Background: an optimization exercise with open tools, aiming at small area and few clock cycles. Do not read the settings as production practice. Function was checked by simulation only, so behaviour that the tests miss may differ from the original. Power and IR drop assume default switching activity.

==> flow/design.v <==
package rv32i_pkg;
  typedef logic [31:0] rv32i_word;
endpackage
`timescale 1ns/1ps
module ex_subsystem #(
  parameter int DEPTH  = 1,   
  parameter int STORES = 1    
) (
  input  logic                  clk,
  input  logic                  rst,
  input  logic                  in_valid,
  input  rv32i_pkg::rv32i_word  in_pc,
  input  rv32i_pkg::rv32i_word  in_instruction,
  input  rv32i_pkg::rv32i_word  in_rs1_data,
  input  rv32i_pkg::rv32i_word  in_rs2_data,
  output logic                  in_ready,
  output logic                  br_taken,
  output logic [1:0]            pcmux_sel,
  output rv32i_pkg::rv32i_word  alu_out_to_pc,
  input  logic                  mem_ready,
  output logic                  mem_valid,
  output rv32i_pkg::rv32i_word  mem_addr,
  output logic                  mem_read,
  output logic                  mem_write,
  output logic [3:0]            mem_byte_enable,
  output rv32i_pkg::rv32i_word  mem_wdata
);
  logic [31:0] ins, rs1, rs2, pc;
  assign ins = in_instruction;
  assign rs1 = in_rs1_data;
  assign rs2 = in_rs2_data;
  assign pc  = in_pc;
  logic [6:0] op;
  logic [2:0] f3;
  assign op = ins[6:0];
  assign f3 = ins[14:12];
  logic is_lui, is_auipc, is_jal, is_jalr, is_br, is_load, is_store, is_imm, is_reg;
  assign is_lui   = (op == 7'b0110111);
  assign is_auipc = (op == 7'b0010111);
  assign is_jal   = (op == 7'b1101111);
  assign is_jalr  = (op == 7'b1100111);
  assign is_br    = (op == 7'b1100011);
  assign is_load  = (op == 7'b0000011);
  assign is_store = (op == 7'b0100011);
  assign is_imm   = (op == 7'b0010011);
  assign is_reg   = (op == 7'b0110011);
  logic [31:0] imm_i, imm_s, imm_b, imm_u, imm_j;
  assign imm_i = {{20{ins[31]}}, ins[31:20]};
  assign imm_s = {{20{ins[31]}}, ins[31:25], ins[11:7]};
  assign imm_b = {{19{ins[31]}}, ins[31], ins[7], ins[30:25], ins[11:8], 1'b0};
  assign imm_u = {ins[31:12], 12'h000};
  assign imm_j = {{11{ins[31]}}, ins[31], ins[19:12], ins[20], ins[30:21], 1'b0};
  logic [31:0] add_a, add_b, sum;
  always_comb begin
    if (is_lui)                          add_a = '0;
    else if (is_auipc || is_jal || is_br) add_a = pc;
    else                                 add_a = rs1;
    if (is_lui || is_auipc) add_b = imm_u;
    else if (is_jal)        add_b = imm_j;
    else if (is_br)         add_b = imm_b;
    else if (is_store)      add_b = imm_s;
    else if (is_reg)        add_b = rs2;
    else                    add_b = imm_i;
  end
  assign sum = add_a + add_b;
  logic [31:0] cb;
  logic [32:0] diff;
  logic        eq, lt, ltu, br_en;
  assign cb   = is_imm ? imm_i : rs2;
  assign diff = {1'b0, rs1} - {1'b0, cb};
  assign ltu  = diff[32];
  assign lt   = (rs1[31] ^ cb[31]) ? rs1[31] : diff[31];
  assign eq   = (diff[31:0] == 32'd0);
  always_comb begin
    case (f3)
      3'b000:  br_en = eq;
      3'b001:  br_en = !eq;
      3'b100:  br_en = lt;
      3'b101:  br_en = !lt;
      3'b110:  br_en = ltu;
      3'b111:  br_en = !ltu;
      default: br_en = 1'b0;
    endcase
  end
  logic        shl;
  logic [31:0] sh_in, sh_out, sh_res;
  assign shl = !f3[2];
  always_comb begin
    for (int i = 0; i < 32; i++) sh_in[i] = shl ? rs1[31-i] : rs1[i];
  end
  assign sh_out = 32'($signed({ins[30] & !shl & rs1[31], sh_in}) >>> cb[4:0]);
  always_comb begin
    for (int i = 0; i < 32; i++) sh_res[i] = shl ? sh_out[31-i] : sh_out[i];
  end
  logic [31:0] f;
  always_comb begin
    f = sum;
    if (is_imm || is_reg) begin
      case (f3)
        3'b000:  f = (is_reg && ins[30]) ? diff[31:0] : sum;
        3'b010:  f = {31'd0, lt};
        3'b011:  f = {31'd0, ltu};
        3'b100:  f = rs1 ^ cb;
        3'b110:  f = rs1 | cb;
        3'b111:  f = rs1 & cb;
        default: f = sh_res;
      endcase
    end
  end
  assign br_taken      = in_valid && (is_jal || is_jalr || (is_br && br_en));
  assign pcmux_sel     = !br_taken ? 2'd0 : is_jalr ? 2'd2 : 2'd1;
  assign alu_out_to_pc = !in_valid ? 32'd0 : {f[31:1], f[0] & !is_jalr};
  logic [3:0]  be_base, be;
  logic [31:0] wdata;
  assign be_base = f3[1] ? 4'b1111 : f3[0] ? 4'b0011 : 4'b0001;
  assign be      = be_base << sum[1:0];
  assign wdata   = rs2 << {sum[1:0], 3'b000};
  localparam int CW = $clog2(DEPTH + 1);
  localparam int PW = (DEPTH > 1) ? $clog2(DEPTH) : 1;
  logic [29:0] q_addr [DEPTH];
  logic [3:0]  q_be   [DEPTH];
  logic        q_st   [DEPTH];
  logic [31:0] q_data [DEPTH];
  logic [PW-1:0] wp, rp;
  logic [CW-1:0] cnt, scnt;
  logic          push, pop, room;
  assign mem_valid       = (cnt != '0);
  assign pop             = mem_valid && mem_ready;
  assign mem_addr        = {q_addr[rp], 2'b00};
  assign mem_byte_enable = q_be[rp];
  assign mem_write       = q_st[rp];
  assign mem_read        = !q_st[rp];
  assign mem_wdata       = q_data[rp];
  assign room     = (cnt != CW'(DEPTH) || mem_ready) &&
                    (!is_store || scnt != CW'(STORES) || (mem_ready && q_st[rp]));
  assign in_ready = !mem_valid || room;
  assign push     = in_valid && (is_load || is_store) && in_ready;
  function automatic logic [PW-1:0] nxt(input logic [PW-1:0] p);
    nxt = (p == PW'(DEPTH - 1)) ? '0 : p + 1'b1;
  endfunction
  always_ff @(posedge clk) begin
    if (push) begin
      q_addr[wp] <= sum[31:2];
      q_be[wp]   <= be;
      q_st[wp]   <= is_store;
      q_data[wp] <= wdata;
    end
  end
  always_ff @(posedge clk) begin
    if (rst) begin
      wp   <= '0;
      rp   <= '0;
      cnt  <= '0;
      scnt <= '0;
    end else begin
      if (push) wp <= nxt(wp);
      if (pop)  rp <= nxt(rp);
      cnt  <= cnt + CW'(push) - CW'(pop);
      scnt <= scnt + CW'(push && is_store) - CW'(pop && q_st[rp]);
    end
  end
endmodule
==> flow/run.sh <==
#!/bin/bash
# synth_recipe.tcl (not shown) runs the flow's synth.tcl, then flattens the netlist and writes it again
# the make line also repeats each setting of config.mk as NAME=value (left out here)
make -C /OpenROAD-flow-scripts/flow DESIGN_CONFIG=/design/flow/config.mk WORK_HOME=/design/flow/orfs CLKGATE_MAP_FILE= SYNTH_SCRIPT=/design/flow/synth_recipe.tcl finish
==> flow/config.mk <==
export PLATFORM = sky130hd
export DESIGN_NAME = ex_subsystem
export DESIGN_NICKNAME = ex_subsystem
export VERILOG_FILES = /design/flow/design.v
export SDC_FILE = /design/flow/constraint.sdc
export NUM_CORES = 4
export LEC_CHECK = 0
export CAP_MARGIN = 20
export CORE_MARGIN = 2
export CORE_UTILIZATION = 40
export SLEW_MARGIN = 20
==> flow/constraint.sdc <==
create_clock -name core_clock -period 10.0 [get_ports {clk}]
set_input_delay 2.0000 -clock core_clock [delete_from_list [all_inputs] [get_ports {clk}]]
set_output_delay 2.0000 -clock core_clock [all_outputs]
set_load 0.01 [all_outputs]
==> flow_summary.json <==
{
  "crit_path_top_delay_cell": "clkdlybuf4s50_1",
  "critical_path_depth": 24,
  "setup_tns_ns": 0,
  "max_stage_delay_ns": 0.59,
  "use_met1_pct": 55.95,
  "ys_async_sr_fraction_pct": 0,
  "syn_area_sq_um": 13730,
  "ys_ff_latch": 69,
  "postCtsSetupRepairBufs": 0,
  "start_util_pct": 40.73,
  "grt_pass1_vias": 16210,
  "startpoint_type": "input port",
  "antenna_cells": 0,
  "power_mw": 1.805,
  "yosysMostFrequentCell": "nand2_1",
  "nNetsFinal": 2491,
  "skew_ns": 0.006301,
  "yosysTopAreaCell": "edfxtp_1",
  "slew_headroom_pct": 27.49,
  "vdd_drop_max_uv": 63.30,
  "hold_depth": 2,
  "grt_pass1_wl_um": 111300,
  "syn_to_final_growth_pct": 32.39,
  "worstPathRequired_ns": 8.00,
  "io_buffers": 236,
  "ys_seq_area_share_pct": 14.95,
  "h-tree-depth": 3,
  "setup_viol": 0,
  "ctsLongestPathBuffers": 2,
  "critPathMaxFanout": 15,
  "via_count": 17330,
  "ff2ff_path_depth": 8,
  "p_leak_nw": 7.643,
  "busiest_layer": "met2",
  "clk_pin_slew_ns": 0.06,
  "syn-mean-instance-area_sq_um": 7.127,
  "ant_nets": 0,
  "cp_top_family": "compound AO/OA/AOI/OAI gates",
  "io_pins": 239,
  "insertion_delay_ns": 0.35,
  "place_congestion": 1.092,
  "first_pass_iters": 6,
  "post-route-drc-count": 0,
  "min-delay-path-class": "flip-flop to flip-flop",
  "clock.fmax_mhz": 102.0,
  "fin_crit_ns": 9.805,
  "synth_top_area_share_pct": 14.66,
  "synth-edff-count": 67,
  "fp.dieArea_sq_um": 35820,
  "dp_hpwl_um": 64380,
  "holdWs_ns": 0.5676,
  "cts_tree": "done",
  "met3_usage_pct": 8.638,
  "antenna_found_initial": 4,
  "die_h_um": 189.3,
  "crit_buf_inv": 6,
  "wirelength_um": 78840,
  "dp.cells": 2672,
  "drive_above_1_share_pct": 14.68,
  "synth_area_leaders": "edfxtp_1 (15%), ha_1 (11%), a21oi_1 (8.9%), nand2_1 (7.1%), mux2i_1 (5.5%)",
  "end_kind": "primary output",
  "final_hold_viol_count": 0,
  "stdcell_count": 2689,
  "die_w_um": 189.3,
  "maxCapViolCount": 0,
  "fp-row-count": 67,
  "drt-initial-drc-count": 2523,
  "synth_cells": 1926,
  "clockRootBuffer": "clkbuf_16",
  "track_usage_pct": 42.71,
  "synth_warnings": 1,
  "final-max-slew-violation-count": 0,
  "utilization_pct": 53.93,
  "cp_common_cell": "buf_4",
  "synth_common_cells": "nand2_1 (260), a21oi_1 (243), nor2_1 (150), o21ai_0 (150), ha_1 (121)",
  "synthFlopType": "edfxtp_1",
  "status": "complete, no violations",
  "power.density_nw_per_um2": 99.31,
  "clock-sinks": 69,
  "critical_path_class": "input port to primary output",
  "worst_pin_slew_ns": 1.078,
  "fin_crit_sh_pct": 98.05,
  "ctsHoldBuffers": 0,
  "grtUsageMet2_pct": 63.24,
  "core_sq_um": 33700,
  "cts_buffers": 9,
  "path_cells": "clkdlybuf4s50_1, nand3_1, nor2_1, nand3_1, o21ai_2, buf_4, buf_4, nand2_1, a21oi_1, ha_1, a21oi_1, o21bai_1, a2111o_1, a31oi_1, o211ai_1, o21ai_1, a21oi_1, buf_4, o21ai_0, nand2b_1, mux2i_1, buf_4, a31oi_1, clkdlybuf4s50_1",
  "cp.arrival_ns": 7.81,
  "viasPerCell": 6.444,
  "detail_route.wl_per_cell_um": 29.32,
  "grt_max_degree": 75,
  "ys_types": 96,
  "grt.overflow.total": 0
}
kinds of logic after synthesis:
| family | synth area share [%] |
|---|---|
| buf+inv | 7.173 |
| flops | 14.95 |
| compound gates | 31.34 |
| mux | 10.55 |
| fa+ha+maj | 11.32 |
| xor+xnor | 3.637 |
| other cells | 0.02732 |
| simple gates | 21.01 |
tightest hold or removal path: cells and delay by family (launching register included):
family | cells | cell delay, ns
flops | 1 | 0.33
compound gates | 1 | 0.14
simple gates | 1 | 0.05
area by class of cell:
class	instances	area [sq um]
Fill cell	3326	15530
Multi-Input combinational cell	1607	10890
Timing Repair Buffer	447	3978
Sequential cell	69	2052
Tap cell	448	560.5
Inverter	102	387.9
Clock buffer	9	225.2
Clock inverter	7	80.08
registers in the layout, summed over array words and instances (netlist names):
register	count
q_addr	30
q_st	1
scnt	1
q_be	4
cnt	1
q_data	32
metal layers:
metal,share of wire [%],up-vias
li1,-,7660
met1,39,8139
met2,41,1240
met3,12,285
met4,8.4,4
met5,0.041,-
metrics by stage:
stage	area (sq um)	setup slack, ns
5_1_grt	18170	-0.01314
4_1_cts	17990	0.008390
2_1_floorplan	13730	0.7231
6_report	18170	0.1949
3_5_place_dp	17670	-0.1535
3_3_place_gp	17670	-0.04644
power by group:
group          internal (mW)  switching, mW
Combinational          0.445          0.690
Sequential             0.334       0.000621
Clock                  0.197          0.138
Total                  0.976          0.829
worst paths after layout:
kind	slack (ns)	endpoint	start
hold / removal	0.57	cnt$_SDFF_PP0_	cnt$_SDFF_PP0_
setup / recovery	0.19	alu_out_to_pc[29]	in_instruction[1]
hold reg to reg	0.57	cnt$_SDFF_PP0_	cnt$_SDFF_PP0_
setup reg to reg	7.55	scnt$_SDFF_PP0_	q_st[0]$_DFFE_PP_
layout by cell type, fill, tap and decap left out, drive strengths merged, types with 9 or more instances in the layout:
cell type,count
o221ai,10
nor2,152
o21ai,156
mux2i,77
buf,213
and2,17
o22ai,31
a21o,38
nand3,41
o211ai,24
nand2,262
xnor2,44
a21oi,244
nor4,19
xor2,13
clkbuf,9
mux2,11
ha,121
clkdlybuf4s50,230
a211oi,41
o21a,14
inv,106
o31ai,15
nor3,20
edfxtp,67
mux4,24
a31oi,28
nand2b,16
or3,12
o21bai,10
nor2b,38
what timing repair did:
item / CTS / global route
resized for setup: 6 / 34
endpoints found under the setup margin: 4 / 9
pin swaps: 0 / 5
Testbench counts, summed over its fixed seeds: cycles 27,746.

==> afterwards: timing with drivers on the ports <==
In the flow no input, the clock included, has a driving cell. The finished layout below was timed again as built, in two steps. Step 1 assumes that a clkbuf_16 drives the clock port and a buf_2 every other input. Step 2 also shifts input and output timing later by t, the mid clock arrival at the registers, as if the neighbouring blocks saw the same clock. Slacks: ideal / step 1 / step 2; pairs: ideal / step 1.
t (ns): 0.388
setup slack, ns: 0.195 / 0.167 / 0.167
worst hold slack (ns): 0.568 / 0.568 / 0.568
worst data-port slew with drivers (ns): 0.09
After both steps setup and hold are still met in this run. The setup slack of this run moves by -0.028 ns with the drivers and by -0.028 ns with both steps.
